Background: an optimization exercise with open tools, aiming at small area. Do not read the settings as production practice. Function was checked by simulation only, so behaviour that the tests miss may differ from the original. No activity file was given, so power comes from the tool's default toggle rates.

Setup of run A:
Design fpga_unidir, start of the top module:
module fpga_unidir #(
  parameter int MX                 = 4,
  parameter int MY                 = 2,
  parameter int WS                 = 4,
  parameter int NUM_CONFIG_REGIONS = 2
) (
  input  logic                  wb_clk_i,
  input  logic                  arst_n_i,
  input  logic                  wbs_cyc_i,
  input  logic                  wbs_stb_i,
  input  logic                  wbs_we_i,
  input  fabric_pkg::wb_sel_t   wbs_sel_i,
  input  fabric_pkg::wb_addr_t  wbs_addr_i,
  input  fabric_pkg::wb_data_t  wbs_data_i,
  output logic                  wbs_ack_o,
  output fabric_pkg::wb_data_t  wbs_data_o,
  input  logic [MY*WS-1:0]      fabric_in_i,
  output logic [MY*WS-1:0]      fabric_out_o
);
Size: about 2000 cells after synthesis, roughly 1100 flip-flops.
clock: 16.0 ns
lec_check: 0
cap_margin: 5
core_margin: 2
core_utilization: 70
place_density: 0.78
slew_margin: 5
synth_hierarchical: 1
standard.sh (not shown) runs the stock make flow with config.mk's settings and CLKGATE_MAP_FILE= SYNTH_SCRIPT=/design/flow/synth_recipe.tcl, a recipe that flattens the netlist after the stock synthesis.
==> flow/flow/run.sh <==
#!/bin/bash
# Standard synthesis, then the standard ORFS layout steps with a leaner clock
# tree (larger sink clusters, no dummy loads) and the smallest buffer on each
# port. Every tool's output goes to a log file in this folder.
set -euo pipefail
bash standard.sh synth > synth.log 2>&1
bash standard.sh \
  'CTS_ARGS=-sink_clustering_enable -repair_clock_nets -dont_use_dummy_load -sink_clustering_size 16 -sink_clustering_max_diameter 60 -buf_list {sky130_fd_sc_hd__clkbuf_4 sky130_fd_sc_hd__clkbuf_8}' \
  'BUFFER_PORTS_ARGS=-inputs -outputs -buffer_cell sky130_fd_sc_hd__buf_1' \
  'GPL_KEEP_OVERFLOW=0' \
  finish > layout.log 2>&1
Here is what was changed in the inputs of run B compared with run A.
==> flow/flow/run.sh <==
#!/bin/bash
# Standard synthesis, then the standard ORFS layout steps with a leaner clock
# tree (larger sink clusters, no dummy loads) and the smallest buffer on each
# port. Every tool's output goes to a log file in this folder.
set -euo pipefail
bash standard.sh synth > synth.log 2>&1
bash standard.sh \
  'CTS_ARGS=-sink_clustering_enable -repair_clock_nets -dont_use_dummy_load -sink_clustering_size 30 -sink_clustering_max_diameter 45 -sink_clustering_buffer sky130_fd_sc_hd__clkbuf_16 -buf_list {sky130_fd_sc_hd__clkbuf_4 sky130_fd_sc_hd__clkbuf_8 sky130_fd_sc_hd__clkbuf_16}' \
  'BUFFER_PORTS_ARGS=-inputs -outputs -buffer_cell sky130_fd_sc_hd__buf_1' \
  finish > layout.log 2>&1
## What came out
- The final layouts of run B and run A pass the timing, design-rule and antenna checks.
- Overall power: run B worse than run A
- Routed wire length for run B: 5900 µm up relative to run A
- Worst setup slack on run B is ahead of run A.
[inputs] run C vs run B
- PLACE_DENSITY now 0.82, was 0.78
- CORE_UTILIZATION now 75, was 70
==> flow/flow/run.sh <==
#!/bin/bash
# Standard synthesis, then the standard ORFS layout steps with a leaner clock
# tree (larger sink clusters, no dummy loads) and the smallest buffer on each
# port. Every tool's output goes to a log file in this folder.
set -euo pipefail
bash standard.sh synth > synth.log 2>&1
bash standard.sh \
  'CTS_ARGS=-sink_clustering_enable -repair_clock_nets -dont_use_dummy_load -sink_clustering_size 16 -sink_clustering_max_diameter 60 -buf_list {sky130_fd_sc_hd__clkbuf_4 sky130_fd_sc_hd__clkbuf_8}' \
  'BUFFER_PORTS_ARGS=-inputs -outputs -buffer_cell sky130_fd_sc_hd__buf_1' \
  finish > layout.log 2>&1
Results
Maximum net fanout on the critical path ends up lower on run B.
Run C vs run B, fraction of standard cell area that is sequential went up by 2.2 points.
Relative to run B, total global-route track usage increased by 1.7 points in run C.
For run C, the worst setup path startpoint was fabric_in_i[4], unlike run B, where it was fabric_in_i[2].

========
fpga_unidir, a different RTL version from the one above (not shown whole).
Size in the first run: about 2100 cells after synthesis, about 1100 flip-flops, roughly 44000 µm² of cells after synthesis.
export LEC_CHECK = 0
export CAP_MARGIN = 5
export CORE_MARGIN = 2
export CORE_UTILIZATION = 70
export GPL_ROUTABILITY_DRIVEN = 0
export PLACE_DENSITY = 0.78
export SLEW_MARGIN = 5
export SYNTH_HIERARCHICAL = 1
create_clock -name core_clock -period 16.0 [get_ports {wb_clk_i}]
==> flow/flow/run.sh <==
#!/bin/bash
# Standard synthesis, then the standard ORFS layout steps with a leaner clock
# tree (larger sink clusters, no dummy loads) and the smallest buffer on each
# port. Every tool's output goes to a log file in this folder.
set -euo pipefail
bash standard.sh synth > synth.log 2>&1
bash standard.sh \
  'CTS_ARGS=-sink_clustering_enable -repair_clock_nets -dont_use_dummy_load -sink_clustering_size 16 -sink_clustering_max_diameter 60 -buf_list {sky130_fd_sc_hd__clkbuf_4 sky130_fd_sc_hd__clkbuf_8}' \
  'BUFFER_PORTS_ARGS=-inputs -outputs -buffer_cell sky130_fd_sc_hd__buf_1' \
  finish > layout.log 2>&1
Edit:
- CORE_UTILIZATION: 70 -> 65
- GPL_ROUTABILITY_DRIVEN: 0 -> not set
- PLACE_DENSITY: 0.78 -> 0.72
After rerunning: Critical path depth came out higher by 1; first-iteration DRC count came out lower by 3.9%; flip-flop and latch count does not change.
Edit:
- CORE_UTILIZATION: 65 -> 70
- PLACE_DENSITY: 0.72 -> 0.78
What happened:
- non-clock buffer count climbs by 3
- power drops slightly
- combinational power stays flat

========
lane 2:
Another version of the RTL of fpga_unidir (not shown whole).
Size: roughly 2,200 cells after synthesis, roughly 1,100 flip-flops, ~120 I/O pins, ~45,000 µm² of cells after synthesis.
==> flow/config.mk <==
export PLATFORM = sky130hd
export DESIGN_NAME = fpga_unidir
export DESIGN_NICKNAME = fpga_unidir
export VERILOG_FILES = /design/flow/design.v
export SDC_FILE = /design/flow/constraint.sdc
export NUM_CORES = 4
export LEC_CHECK = 0
export CAP_MARGIN = 5
export CORE_MARGIN = 2
export CORE_UTILIZATION = 55
export SLEW_MARGIN = 5
export SYNTH_HIERARCHICAL = 1
==> flow/constraint.sdc <==
create_clock -name core_clock -period 16.0 [get_ports {wb_clk_i}]
set_input_delay 3.2000 -clock core_clock [delete_from_list [all_inputs] [get_ports {wb_clk_i}]]
set_output_delay 3.2000 -clock core_clock [all_outputs]
set_load 0.01 [all_outputs]
Scripts as last shown in full above: flow/flow/run.sh
diff inputs: lane 2 => lane 5
# lane 2
export LEC_CHECK = 0
export CAP_MARGIN = 5
export CORE_MARGIN = 2
export CORE_UTILIZATION = 55
export SLEW_MARGIN = 5
export SYNTH_HIERARCHICAL = 1
create_clock -name core_clock -period 16.0 [get_ports {wb_clk_i}]
# lane 5
export LEC_CHECK = 0
export CAP_MARGIN = 20
export CORE_MARGIN = 2
export CORE_UTILIZATION = 70
export PLACE_DENSITY = 0.78
export SLEW_MARGIN = 20
export SYNTH_HIERARCHICAL = 1
create_clock -name core_clock -period 16.0 [get_ports {wb_clk_i}]
## What came out
For the internal cell power, lane 5 came in 1.5% lower than lane 2 did. Sequential share of layout area: lane 5 vs lane 2 up 0.50 points. Summary of lane 5 over lane 2: fraction of power consumed by the clock network fell 1.5 points; footprint of the flip-flops and latches closely matched the old numbers. Looking at worst setup margin, lane 5 sits 0.020 ns higher than lane 2 does. Remaining max-slew budget at the tightest pin (lane 5 over lane 2): increase, 6.5 points. Compared with lane 2, lane 5 shows a clock tree skew after final layout that is 0.015 ns lower.

-- port drivers added, routing unchanged --
In the flow no input, the clock included, has a driving cell. The finished layouts below were timed again as built, in two steps.
Step 1 (the two cells are an assumption about what drives the block):
set clk [get_ports {wb_clk_i}]
set_driving_cell -lib_cell sky130_fd_sc_hd__clkbuf_16 $clk
set_driving_cell -lib_cell sky130_fd_sc_hd__buf_2 [delete_from_list [all_inputs] $clk]
Step 2 moves the port delays by t, midway between the first and last clock arrival at a register: inputs arrive t later, outputs are due t later. That takes back most of the time a late clock gives input paths.
a / b / c = ideal / step 1 / step 2; a / b = the first two.
run | t, ns | setup WS [ns] | hold WS [ns]
run A | 0.726 | 0.147 / 0.113 / 0.113 | 0.425 / 0.425 / 0.425
run B | 0.706 | 0.156 / 0.133 / 0.133 | 0.412 / 0.412 / 0.412
run C | 0.744 | 0.171 / 0.147 / 0.147 | 0.436 / 0.436 / 0.436
the first run of note 2 | 0.730 | 0.217 / 0.194 / 0.194 | 0.446 / 0.446 / 0.446
the second run of note 2 | 0.751 | 0.163 / 0.142 / 0.142 | 0.431 / 0.431 / 0.431
the third run of note 2 | 0.750 | 0.210 / 0.186 / 0.186 | 0.440 / 0.440 / 0.440
lane 2 | 0.758 | 0.258 / 0.237 / 0.237 | 0.424 / 0.424 / 0.424
lane 5 | 0.739 | 0.278 / 0.256 / 0.256 | 0.413 / 0.413 / 0.413
After both steps every run listed still meets setup and hold. The setup slack of run A, which loses most, moves by -0.034 ns with the drivers and by -0.034 ns with both steps.
